Source: an optimization exercise on an open RTL-to-GDS flow (aim: small area and a short achievable clock period). Production flows keep margins and buffers that such runs may drop.
No activity file was given, so power comes from the tool's default toggle rates.

## peripheral_packet_slave
module peripheral_packet_slave #(
  parameter int DEPTH        = 32,
  parameter int READ_LATENCY = 2
) (
  input  logic        clk,
  input  logic        reset,
  input  logic [3:0]  av_nativeaddress,
  input  logic [3:0]  av_byteenable,
  input  logic        av_read,
  input  logic        av_write,
  input  logic [31:0] av_writedata,
  output logic        av_waitrequest,
  output logic [31:0] av_readdata,
  output logic        av_readdatavalid,
  output logic        av_endofpacket,
  input  logic [31:0] st_data,
  input  logic        st_valid,
  input  logic        st_endofpacket,
  output logic        st_ready
);
Size in the first run: roughly 2,800 cells after synthesis, about 55,000 µm² of cells after synthesis.
==> module peripheral_packet_slave, before the edit <==
module peripheral_packet_slave #(
  parameter int DEPTH        = 32,
  parameter int READ_LATENCY = 2
) (
  input  logic        clk,
  input  logic        reset,
  input  logic [3:0]  av_nativeaddress,
  input  logic [3:0]  av_byteenable,
  input  logic        av_read,
  input  logic        av_write,
  input  logic [31:0] av_writedata,
  output logic        av_waitrequest,
  output logic [31:0] av_readdata,
  output logic        av_readdatavalid,
  output logic        av_endofpacket,
  input  logic [31:0] st_data,
  input  logic        st_valid,
  input  logic        st_endofpacket,
  output logic        st_ready
);
  logic [32:0]   mem [32];
  logic [4:0]    wr_ptr, rd_ptr;
  logic [5:0]    pkt_cnt;
  logic          empty, full;
  logic          head_eop;   
  logic [31:0]   scratch [3:15];
  logic          flush, push, pop, rd_acc, clr, inc, dec;
  logic [4:0]    rd_inc;
  logic [5:0]    level, pkt_inc, pkt_dec;
  logic [31:0]   wd_r;
  logic          s0_vld, s0_eop;
  logic [7:0]    s0_mhi;     
  logic [3:0]    s0_mlo;     
  logic [3:0]    s0_ahi;     
  logic [3:0]    s0_alo;     
  logic [11:0]   s0_stat;    
  logic          s1_vld, s1_eop;
  logic [31:0]   s1_dat;
  pkt_slave_waitreq u_waitreq (
    .rd(av_read), .empty(empty), .addr(av_nativeaddress), .y(av_waitrequest)
  );
  pkt_slave_stready u_stready (
    .full(full), .reset(reset), .wr(av_write), .be0(av_byteenable[0]),
    .wd0(av_writedata[0]), .addr(av_nativeaddress), .y(st_ready)
  );
  assign flush    = av_write & (av_nativeaddress == 4'd2) & av_byteenable[0] & av_writedata[0];
  assign push     = st_valid & ~full & ~reset & ~flush;
  assign rd_acc   = av_read & ~av_write & ~(av_nativeaddress == 4'd0 & empty);
  assign pop      = av_read & ~av_write & (av_nativeaddress == 4'd0) & ~empty;
  assign clr      = reset | flush;
  assign level    = {full, wr_ptr - rd_ptr};
  assign rd_inc   = rd_ptr + 5'd1;
  assign inc      = push & st_endofpacket;
  assign dec      = pop & head_eop;
  pkt_slave_incdec u_pkt_incdec (.x(pkt_cnt), .inc(pkt_inc), .dec(pkt_dec));
  logic [31:0] wsel;
  pkt_slave_wdec u_wdec (.p(wr_ptr), .full(full), .y(wsel));
  always_ff @(posedge clk) begin
    for (int i = 0; i < 32; i++)
      if (wsel[i]) mem[i] <= {st_endofpacket, st_data};
  end
  always_ff @(posedge clk) begin
    if (clr) begin
      wr_ptr  <= '0;
      rd_ptr  <= '0;
      pkt_cnt <= '0;
      empty   <= 1'b1;
      full    <= 1'b0;
    end else begin
      if (push) wr_ptr <= wr_ptr + 5'd1;
      if (pop)  rd_ptr <= rd_inc;
      if (inc & ~dec)      pkt_cnt <= pkt_inc;
      else if (dec & ~inc) pkt_cnt <= pkt_dec;
      empty   <= (empty & ~push) | (level == 6'd1 & pop & ~push);
      full    <= (full & ~pop) | (level == 6'd31 & push & ~pop);
    end
  end
  always_ff @(posedge clk) begin
    if (pop)        head_eop <= (rd_inc == wr_ptr) ? st_endofpacket : mem[rd_inc][32];
    else if (empty) head_eop <= st_endofpacket;
  end
  assign wd_r = av_writedata & {32{~reset}};
  always_ff @(posedge clk) begin
    for (int a = 3; a < 16; a++)
      for (int b = 0; b < 4; b++)
        if (reset | (av_write & (av_nativeaddress == 4'(a)) & av_byteenable[b]))
          scratch[a][8*b +: 8] <= wd_r[8*b +: 8];
  end
  always_ff @(posedge clk) begin
    s0_vld  <= ~reset & rd_acc;
    s0_eop  <= head_eop & (av_nativeaddress == 4'd0);
    for (int i = 0; i < 8; i++) s0_mhi[i] <= (av_nativeaddress == 4'd0) & (rd_ptr[4:2] == 3'(i));
    for (int i = 0; i < 4; i++) s0_mlo[i] <= (rd_ptr[1:0] == 2'(i));
    for (int i = 0; i < 4; i++) s0_ahi[i] <= (av_nativeaddress[3:2] == 2'(i));
    for (int i = 0; i < 4; i++) s0_alo[i] <= (av_nativeaddress[1:0] == 2'(i));
    s0_stat <= (av_nativeaddress == 4'd1) ? {pkt_cnt, level} : 12'd0;
  end
  logic [31:0] src [45];
  logic [44:0] sel;
  logic [14:0] grp [32];
  logic [31:0] rsp_dat;
  always_comb begin
    for (int i = 0; i < 32; i++) begin
      src[i] = mem[i][31:0];
      sel[i] = s0_mhi[i / 4] & s0_mlo[i % 4];
    end
    for (int k = 3; k < 16; k++) begin
      src[32 + k - 3] = scratch[k];
      sel[32 + k - 3] = s0_ahi[k / 4] & s0_alo[k % 4];
    end
  end
  for (genvar b = 0; b < 32; b++) begin : g_bit
    for (genvar g = 0; g < 15; g++) begin : g_grp
      pkt_slave_aoi222 u_aoi (
        .a0(src[3*g][b]),   .s0(sel[3*g]),
        .a1(src[3*g+1][b]), .s1(sel[3*g+1]),
        .a2(src[3*g+2][b]), .s2(sel[3*g+2]),
        .y (grp[b][g])
      );
    end
  end
  logic [31:0] stat_n;
  assign stat_n = ~{10'h000, s0_stat[11:6], 10'h000, s0_stat[5:0]};
  for (genvar b = 0; b < 32; b++) begin : g_or
    logic n0, n1, n2, n3, m0, m1;
    pkt_slave_nand4 u_n0 (.a(grp[b][0]),  .b(grp[b][1]),  .c(grp[b][2]),  .d(grp[b][3]),  .y(n0));
    pkt_slave_nand4 u_n1 (.a(grp[b][4]),  .b(grp[b][5]),  .c(grp[b][6]),  .d(grp[b][7]),  .y(n1));
    pkt_slave_nand4 u_n2 (.a(grp[b][8]),  .b(grp[b][9]),  .c(grp[b][10]), .d(grp[b][11]), .y(n2));
    if ((b < 6) || (b >= 16 && b < 22)) begin : g_st
      pkt_slave_nand4 u_n3 (.a(grp[b][12]), .b(grp[b][13]), .c(grp[b][14]), .d(stat_n[b]), .y(n3));
    end else begin : g_nost
      pkt_slave_nand3 u_n3 (.a(grp[b][12]), .b(grp[b][13]), .c(grp[b][14]), .y(n3));
    end
    pkt_slave_nor2  u_m0 (.a(n0), .b(n1), .y(m0));
    pkt_slave_nor2  u_m1 (.a(n2), .b(n3), .y(m1));
    pkt_slave_nand2 u_y  (.a(m0), .b(m1), .y(rsp_dat[b]));
  end
  always_ff @(posedge clk) begin
    s1_vld <= ~reset & s0_vld;
    s1_eop <= ~reset & s0_vld & s0_eop;
    s1_dat <= rsp_dat;
  end
  assign av_readdatavalid = s1_vld;
  assign av_readdata      = s1_dat;
  assign av_endofpacket   = s1_eop;
endmodule
==> module pkt_slave_wdec, before the edit <==
module pkt_slave_wdec (
  input  logic [4:0]  p,
  input  logic        full,
  output logic [31:0] y
);
  always_comb
    for (int i = 0; i < 32; i++) y[i] = ~full & (p == 5'(i));
endmodule
==> flow/config.mk <==
export PLATFORM = sky130hd
export DESIGN_NAME = peripheral_packet_slave
export DESIGN_NICKNAME = peripheral_packet_slave
export VERILOG_FILES = /design/flow/design.v
export SDC_FILE = /design/flow/constraint.sdc
export NUM_CORES = 4
export LEC_CHECK = 0
export CAP_MARGIN = 20
export CORE_MARGIN = 2
export CORE_UTILIZATION = 40
export SETUP_SLACK_MARGIN = 2.2
export SLEW_MARGIN = 20
export SYNTH_HIERARCHICAL = 1
==> flow/constraint.sdc <==
create_clock -name core_clock -period 4.5 [get_ports {clk}]
set_input_delay 0.9000 -clock core_clock [delete_from_list [all_inputs] [get_ports {clk}]]
set_output_delay 0.9000 -clock core_clock [all_outputs]
set_load 0.01 [all_outputs]
standard.sh (not shown) runs the stock make flow with config.mk's settings and CLKGATE_MAP_FILE= SYNTH_SCRIPT=/design/flow/synth_recipe.tcl, a recipe that flattens the netlist after the stock synthesis.
==> flow/flow/run.sh <==
#!/bin/bash
bash standard.sh \
  BUFFER_PORTS_ARGS="-buffer_cell sky130_fd_sc_hd__buf_2" \
  CTS_ARGS="-sink_clustering_enable -repair_clock_nets -dont_use_dummy_load -sink_clustering_size 24 -sink_clustering_max_diameter 120" \
  finish > make.log 2>&1
Change:
--- a/flow/design.v
+++ b/flow/design.v
@@ -50,17 +50,26 @@
   assign clr      = reset | flush;
   assign level    = {full, wr_ptr - rd_ptr};
   assign rd_inc   = rd_ptr + 5'd1;
   assign inc      = push & st_endofpacket;
   assign dec      = pop & head_eop;
   pkt_slave_incdec u_pkt_incdec (.x(pkt_cnt), .inc(pkt_inc), .dec(pkt_dec));
-  logic [31:0] wsel;
-  pkt_slave_wdec u_wdec (.p(wr_ptr), .full(full), .y(wsel));
+  logic [7:0] whi;
+  logic [3:0] wlo;
+  always_ff @(posedge clk) begin
+    if (clr) begin
+      whi <= 8'd1;
+      wlo <= 4'd1;
+    end else if (push) begin
+      wlo <= {wlo[2:0], wlo[3]};
+      if (wlo[3]) whi <= {whi[6:0], whi[7]};
+    end
+  end
   always_ff @(posedge clk) begin
     for (int i = 0; i < 32; i++)
-      if (wsel[i]) mem[i] <= {st_endofpacket, st_data};
+      if (~full & whi[i / 4] & wlo[i % 4]) mem[i] <= {st_endofpacket, st_data};
   end
   always_ff @(posedge clk) begin
     if (clr) begin
       wr_ptr  <= '0;
       rd_ptr  <= '0;
       pkt_cnt <= '0;
@@ -180,14 +189,6 @@
 module pkt_slave_nor2 (input logic a, b, output logic y);
   assign y = ~(a | b);
 endmodule
 module pkt_slave_nand2 (input logic a, b, output logic y);
   assign y = ~(a & b);
 endmodule
-module pkt_slave_wdec (
-  input  logic [4:0]  p,
-  input  logic        full,
-  output logic [31:0] y
-);
-  always_comb
-    for (int i = 0; i < 32; i++) y[i] = ~full & (p == 5'(i));
-endmodule
The new run completed with no timing, DRC or antenna violations. Register-to-register slack got worse by 40 ps. Clock power barely changes. First-iteration DRC count fell by 3.0%. Total power barely changes. Fmax fell by 1.6%. Wire length fell by 4.1%. Via count fell by 1.5%.
No run of this note included a check of the RTL's function; only the layout flow was run.

==> re-timing with driven ports <==
The flow's constraints put no driver on any port. The routed layouts listed below were extracted and timed again, unchanged, in two steps. Step 1, drivers: a clkbuf_16 drives clk and a buf_2 each remaining input, both assumed. Step 2 adds t to the input delays and takes it off the output delays; t is the mean of the earliest and latest rising clock arrival at the registers after step 1. Input paths then give back, and output paths get back, about the clock's delay inside the block. Three values: ideal ports, drivers, drivers and shift; two values: the first two.
run	shift t [ns]	setup WS [ns]	hold slack, ns
the first run	0.735	1.928 / 1.928 / 1.481	0.381 / 0.375 / 0.476
the second run	0.738	1.885 / 1.885 / 1.572	0.435 / 0.435 / 0.435
After both steps every run listed still meets setup and hold. For the first run, which loses most, drivers alone change the setup slack by 0.000 ns; drivers and shift together by -0.447 ns.
